Context: an optimization exercise on an open-source flow, tuned for small area, a short achievable clock period and few clock cycles per item. The choices shown serve that exercise and are no tape-out recipe. The RTL was checked by simulation tests, not by an equivalence proof against the original design. Power figures rest on the tool's default switching activity, not on a simulated workload.

== v6 ==
==> module dcache, before the edit <==
module dcache #(
  parameter int LINES = 16,
  parameter int WORDS = 4,
  parameter int EK    = 4    
) (
  input  logic        clk,
  input  logic        reset,
  input  logic        read,
  input  logic        write,
  input  logic [31:0] address,
  input  logic [31:0] data_in,
  output logic [31:0] data_out,
  output logic        hit,
  output logic        done,
  output logic        busy,
  output logic        mem_req,
  output logic        mem_we,
  output logic [31:0] mem_addr,
  output logic [31:0] mem_wdata,
  input  logic [31:0] mem_rdata,
  input  logic        mem_ack
);
  localparam int IDX = $clog2(LINES);
  localparam int TW  = 28 - IDX;
  localparam int HW  = WORDS / 2;    
  logic        idle;
  logic        st_look;     
  logic        st_look2;    
  logic        st_refill;   
  logic        st_wmem;     
  logic        st_wdly;     
  logic        ph;        
  logic [31:2] ma;        
  logic [1:0]  roff;      
  logic [1:0]  bw;        
  logic [IDX-1:0] ix;     
  logic        wfirst;    
  logic        pend;      
  logic [1:0]  pw;        
  logic [LINES-1:0]       valid;
  logic [EK-1:0]          tlow   [LINES];
  logic [TW-1:EK]         tslot0 [LINES/2];
  logic [TW-1:EK]         tslot1 [LINES/2];
  logic [HW-1:0][31:0]    slot0 [LINES];
  logic [HW-1:0][31:0]    slot1 [LINES];
  logic [IDX-1:0] ridx;
  logic [TW-1:0]  rtag;
  logic           lhit, last, unused_lsb;
  assign ridx = ix;
  assign rtag = ma[31:4+IDX];
  logic [LINES-1:0]       lsel;
  logic [LINES/2-1:0][1:0] tsl;   
  logic [HW-1:0][LINES-1:0] rsel;  
  logic                   late;   
  logic [TW-1:0]          tsel;
  logic [31:0]            rword;
  logic [HW-1:0][31:0]    rline;
  logic                   vsel;
  always_comb begin
    tsel = '0;
    rword = '0;
    vsel = 1'b0;
    rline = '0;
    for (int p = 0; p < LINES/2; p++)
      tsel[TW-1:EK] = tsel[TW-1:EK] | ({(TW-EK){tsl[p][0]}} & tslot0[p])
                                    | ({(TW-EK){tsl[p][1]}} & tslot1[p]);
    for (int i = 0; i < LINES; i++) begin
      tsel[EK-1:0] = tsel[EK-1:0] | ({EK{lsel[i]}} & tlow[i]);
      vsel = vsel | (lsel[i] & valid[i]);
      for (int h = 0; h < HW; h++)
        rline[h] = rline[h] | ({32{rsel[h][i]}} & slot0[i][h]);
    end
    for (int h = 0; h < HW; h++)
      rword = rword | rline[h];
  end
  assign lhit = vsel && (tsel == rtag);
  logic [IDX-1:0] aidx;
  logic           emiss;
  assign aidx  = address[3+IDX:4];
  assign emiss = !valid[aidx] || (tlow[aidx] != address[4+IDX+EK-1:4+IDX]);
  assign last = (bw == roff);
  assign mem_addr = {ma, 2'b00};
  assign unused_lsb = ^address[1:0];
  logic          dnow;     
  logic [HW-1:0] ldir, lstg, ld;
  logic [HW-1:0][31:0] wbus;
  always_comb begin
    dnow = st_refill && mem_ack && (bw[1] != ph);
    for (int h = 0; h < HW; h++) begin
      ldir[h] = dnow && (bw[0] == h[0]);
      lstg[h] = pend && (pw[1] != ph) && (pw[0] == h[0]);
      ld[h]   = ldir[h] || lstg[h];
      wbus[h] = lstg[h] ? mem_wdata : mem_rdata;
    end
  end
  always_ff @(posedge clk or posedge reset) begin
    if (reset) begin
      idle      <= 1'b1;
      st_look   <= 1'b0;
      st_look2  <= 1'b0;
      st_refill <= 1'b0;
      st_wmem   <= 1'b0;
      st_wdly   <= 1'b0;
      ph        <= 1'b0;
      busy      <= 1'b0;
      done      <= 1'b0;
      hit       <= 1'b0;
      mem_req   <= 1'b0;
      pend      <= 1'b0;
      valid     <= '0;
    end else begin
      ph <= !ph;
      if (idle) begin
        hit       <= 1'b0;
        done      <= 1'b0;
        pend      <= 1'b0;
        busy      <= write | read;
        idle      <= !(write | read);
        st_wmem   <= write;
        st_refill <= !write && read && emiss;
        st_look   <= !write && read && !emiss;
        mem_req   <= write | (read && emiss);
      end else begin
        st_look   <= 1'b0;
        st_look2  <= st_look && lhit && late;
        st_wdly   <= st_wmem && mem_ack && wfirst && lhit && (roff[1] != ph);
        st_refill <= (st_look && !lhit) || (st_refill && !(mem_ack && last));
        st_wmem   <= st_wmem && !mem_ack;
        mem_req   <= (st_look && !lhit) || (st_refill && !(mem_ack && last))
                  || (st_wmem && !mem_ack);
        if (st_look || st_wmem) hit <= lhit;
        pend <= (st_refill && mem_ack && (bw[1] == ph)) || (st_wmem && lhit) || st_wdly;
        done <= (st_look && lhit && !late) || st_look2 || (st_refill && mem_ack && last)
             || (st_wmem && mem_ack && !(wfirst && lhit && (roff[1] != ph))) || st_wdly;
        busy <= !((st_look && lhit && !late) || st_look2 || (st_refill && mem_ack && last)
               || (st_wmem && mem_ack && !(wfirst && lhit && (roff[1] != ph))) || st_wdly);
        idle <= (st_look && lhit && !late) || st_look2 || (st_refill && mem_ack && last)
             || (st_wmem && mem_ack && !(wfirst && lhit && (roff[1] != ph))) || st_wdly;
        if (st_refill) valid[ridx] <= 1'b1;
      end
    end
  end
  always_ff @(posedge clk) begin
    wfirst <= idle;
    if (st_refill)    pw <= bw;
    else if (st_wmem) pw <= roff;
    data_out <= (st_look || st_look2) ? rword : mem_rdata;
    for (int p = 0; p < LINES/2; p++) tsl[p] <= {tsl[p][0], tsl[p][1]};
    if (idle) begin
        if (read) bw <= address[3:2] + 2'd1;
        if (read || write) ix <= address[3+IDX:4];
        lsel      <= LINES'(1) << address[3+IDX:4];
        tsl       <= LINES'(1) << {address[3+IDX:5], address[4] ^ !ph};
        for (int h = 0; h < HW; h++)
          rsel[h] <= (address[2] == h[0]) ? LINES'(1) << address[3+IDX:4] : '0;
        late      <= address[3] ^ !ph;
        ma        <= {address[31:4], write ? address[3:2] : address[3:2] + 2'd1};
        roff      <= address[3:2];
        mem_we    <= write;
        mem_wdata <= data_in;
    end else if (st_refill) begin
        mem_wdata <= mem_rdata;
        if (mem_ack) begin
          ma[3:2] <= ma[3:2] + 2'd1;
          bw      <= bw + 2'd1;
        end
    end
  end
  always_ff @(posedge clk) begin
    for (int i = 0; i < LINES; i++)
      for (int h = 0; h < HW; h++) begin
        slot1[i][h] <= slot0[i][h];
        slot0[i][h] <= (lsel[i] && ld[h]) ? wbus[h] : slot1[i][h];
      end
    if (st_refill) tlow[ridx] <= rtag[EK-1:0];
    for (int p = 0; p < LINES/2; p++) begin
      tslot1[p] <= tslot0[p];
      tslot0[p] <= (st_refill && ridx[IDX-1:1] == (IDX-1)'(p) && ridx[0] != ph)
                   ? rtag[TW-1:EK] : tslot1[p];
    end
  end
endmodule
export LEC_CHECK = 0
export CAP_MARGIN = 20
export CORE_MARGIN = 2
export CORE_UTILIZATION = 50
export CTS_CLUSTER_DIAMETER = 100
export CTS_CLUSTER_SIZE = 25
export SLEW_MARGIN = 20
create_clock -name core_clock -period 8.5 [get_ports {clk}]
standard.sh (not shown) runs the stock make flow with config.mk's settings and CLKGATE_MAP_FILE= SYNTH_SCRIPT=/design/flow/synth_recipe.tcl, a recipe that flattens the netlist after the stock synthesis.
==> flow/flow/run.sh <==
#!/bin/bash
# The standard layout (standard.sh, unchanged synthesis and steps) with two
# settings passed through the environment:
#  - port buffers made from buf_4 cells instead of the resizer's default pick
#    (a slow clkdlybuf4s50_1 that later repair cannot resize across footprints);
set -o pipefail
export BUFFER_PORTS_ARGS="-buffer_cell sky130_fd_sc_hd__buf_4"
export SETUP_SLACK_MARGIN=5.4
bash standard.sh > standard.log 2>&1
Testbench counts of v6, summed over its fixed seeds: cycles 153,843, items 24,000.
Modified inputs, v7 compared to v6
--- a/flow/design.v
+++ b/flow/design.v
@@ -21,21 +21,18 @@
   input  logic        mem_ack
 );
   localparam int IDX = $clog2(LINES);
   localparam int TW  = 28 - IDX;
   localparam int HW  = WORDS / 2;    
-  logic        idle;
   logic        st_look;     
   logic        st_look2;    
   logic        st_refill;   
   logic        st_wmem;     
   logic        st_wdly;     
   logic        ph;        
   logic [31:2] ma;        
   logic [1:0]  roff;      
-  logic [1:0]  bw;        
-  logic [IDX-1:0] ix;     
   logic        wfirst;    
   logic        pend;      
   logic [1:0]  pw;        
   logic [LINES-1:0]       valid;
   logic [EK-1:0]          tlow   [LINES];
@@ -44,11 +41,11 @@
   logic [HW-1:0][31:0]    slot0 [LINES];
   logic [HW-1:0][31:0]    slot1 [LINES];
   logic [IDX-1:0] ridx;
   logic [TW-1:0]  rtag;
   logic           lhit, last, unused_lsb;
-  assign ridx = ix;
+  assign ridx = ma[3+IDX:4];
   assign rtag = ma[31:4+IDX];
   logic [LINES-1:0]       lsel;
   logic [LINES/2-1:0][1:0] tsl;   
   logic [HW-1:0][LINES-1:0] rsel;  
   logic                   late;   
@@ -76,28 +73,27 @@
   assign lhit = vsel && (tsel == rtag);
   logic [IDX-1:0] aidx;
   logic           emiss;
   assign aidx  = address[3+IDX:4];
   assign emiss = !valid[aidx] || (tlow[aidx] != address[4+IDX+EK-1:4+IDX]);
-  assign last = (bw == roff);
+  assign last = (ma[3:2] == roff);
   assign mem_addr = {ma, 2'b00};
   assign unused_lsb = ^address[1:0];
   logic          dnow;     
   logic [HW-1:0] ldir, lstg, ld;
   logic [HW-1:0][31:0] wbus;
   always_comb begin
-    dnow = st_refill && mem_ack && (bw[1] != ph);
+    dnow = st_refill && mem_ack && (ma[3] != ph);
     for (int h = 0; h < HW; h++) begin
-      ldir[h] = dnow && (bw[0] == h[0]);
+      ldir[h] = dnow && (ma[2] == h[0]);
       lstg[h] = pend && (pw[1] != ph) && (pw[0] == h[0]);
       ld[h]   = ldir[h] || lstg[h];
       wbus[h] = lstg[h] ? mem_wdata : mem_rdata;
     end
   end
   always_ff @(posedge clk or posedge reset) begin
     if (reset) begin
-      idle      <= 1'b1;
       st_look   <= 1'b0;
       st_look2  <= 1'b0;
       st_refill <= 1'b0;
       st_wmem   <= 1'b0;
       st_wdly   <= 1'b0;
@@ -108,49 +104,43 @@
       mem_req   <= 1'b0;
       pend      <= 1'b0;
       valid     <= '0;
     end else begin
       ph <= !ph;
-      if (idle) begin
+      if (!busy) begin
         hit       <= 1'b0;
         done      <= 1'b0;
         pend      <= 1'b0;
         busy      <= write | read;
-        idle      <= !(write | read);
         st_wmem   <= write;
         st_refill <= !write && read && emiss;
         st_look   <= !write && read && !emiss;
         mem_req   <= write | (read && emiss);
       end else begin
         st_look   <= 1'b0;
         st_look2  <= st_look && lhit && late;
-        st_wdly   <= st_wmem && mem_ack && wfirst && lhit && (roff[1] != ph);
+        st_wdly   <= st_wmem && mem_ack && wfirst && lhit && (ma[3] != ph);
         st_refill <= (st_look && !lhit) || (st_refill && !(mem_ack && last));
         st_wmem   <= st_wmem && !mem_ack;
         mem_req   <= (st_look && !lhit) || (st_refill && !(mem_ack && last))
                   || (st_wmem && !mem_ack);
         if (st_look || st_wmem) hit <= lhit;
-        pend <= (st_refill && mem_ack && (bw[1] == ph)) || (st_wmem && lhit) || st_wdly;
+        pend <= (st_refill && mem_ack && (ma[3] == ph)) || (st_wmem && lhit) || st_wdly;
         done <= (st_look && lhit && !late) || st_look2 || (st_refill && mem_ack && last)
-             || (st_wmem && mem_ack && !(wfirst && lhit && (roff[1] != ph))) || st_wdly;
+             || (st_wmem && mem_ack && !(wfirst && lhit && (ma[3] != ph))) || st_wdly;
         busy <= !((st_look && lhit && !late) || st_look2 || (st_refill && mem_ack && last)
-               || (st_wmem && mem_ack && !(wfirst && lhit && (roff[1] != ph))) || st_wdly);
-        idle <= (st_look && lhit && !late) || st_look2 || (st_refill && mem_ack && last)
-             || (st_wmem && mem_ack && !(wfirst && lhit && (roff[1] != ph))) || st_wdly;
+               || (st_wmem && mem_ack && !(wfirst && lhit && (ma[3] != ph))) || st_wdly);
         if (st_refill) valid[ridx] <= 1'b1;
       end
     end
   end
   always_ff @(posedge clk) begin
-    wfirst <= idle;
-    if (st_refill)    pw <= bw;
-    else if (st_wmem) pw <= roff;
+    wfirst <= !busy;
+    if (st_refill || st_wmem) pw <= ma[3:2];
     data_out <= (st_look || st_look2) ? rword : mem_rdata;
     for (int p = 0; p < LINES/2; p++) tsl[p] <= {tsl[p][0], tsl[p][1]};
-    if (idle) begin
-        if (read) bw <= address[3:2] + 2'd1;
-        if (read || write) ix <= address[3+IDX:4];
+    if (!busy) begin
         lsel      <= LINES'(1) << address[3+IDX:4];
         tsl       <= LINES'(1) << {address[3+IDX:5], address[4] ^ !ph};
         for (int h = 0; h < HW; h++)
           rsel[h] <= (address[2] == h[0]) ? LINES'(1) << address[3+IDX:4] : '0;
         late      <= address[3] ^ !ph;
@@ -158,14 +148,11 @@
         roff      <= address[3:2];
         mem_we    <= write;
         mem_wdata <= data_in;
     end else if (st_refill) begin
         mem_wdata <= mem_rdata;
-        if (mem_ack) begin
-          ma[3:2] <= ma[3:2] + 2'd1;
-          bw      <= bw + 2'd1;
-        end
+        if (mem_ack) ma[3:2] <= ma[3:2] + 2'd1;
     end
   end
   always_ff @(posedge clk) begin
     for (int i = 0; i < LINES; i++)
       for (int h = 0; h < HW; h++) begin
## What came out
As far as total length of routed wires is concerned, v7 and v6 perform about the same.
The post-CTS clock slew at the launch and capture registers of the worst setup and hold paths of v6 and that of v7 are within noise of each other.
Combinational power (v7 over v6): decrease, 16%
Insertion delay to the later sink of the worst-skew pair of v7 is on par with v6.
Cells: v7 has more instances than v6
Cell area of v7 is on par with v6.
Summary — final period demand of the worst path, v7 relative to v6: higher, by 12 ps.
Comparing v6 with v7, the synthesized flop and latch total came out essentially unchanged.
v7 vs. v6: non-clock buffer count rose by 8.7%; chip width closely matched the old numbers.
In the flow results for v6 and v7, the flip-flop and latch share of the layout cell area is smaller on v7.
Clock network fraction of design power: higher on v7
Going from v6 to v7, areal power density over the cells went down about 3%; post-layout total power shrank by 3.1%.
Testbench counts of v7, summed over its fixed seeds: cycles 153,843, items 24,000.

static timing again, ports no longer ideal:
Ports are ideal in the flow. The routed layouts listed here were re-timed in OpenROAD.
Step 1 (the two cells are an assumption about what drives the block):
set clk [get_ports {clk}]
set_driving_cell -lib_cell sky130_fd_sc_hd__clkbuf_16 $clk
set_driving_cell -lib_cell sky130_fd_sc_hd__buf_2 [delete_from_list [all_inputs] $clk]
Step 2 moves the port delays by t, midway between the first and last clock arrival at a register: inputs arrive t later, outputs are due t later. That takes back most of the time a late clock gives input paths.
Slacks: ideal / step 1 / step 2; pairs: ideal / step 1.
run	t, ns	slack for setup (ns)	worst setup path after step 2	latest minus earliest clock arrival (ns)	cell pins on the clock port's net
v6	0.859	5.366 / 5.306 / 4.485	input to register	0.043 / 0.043	1
v7	0.854	5.354 / 5.232 / 4.378	input to register	0.051 / 0.050	1
After both steps every run listed still meets setup and hold. The setup slack of v7, which loses most, moves by -0.122 ns with the drivers and by -0.976 ns with both steps.
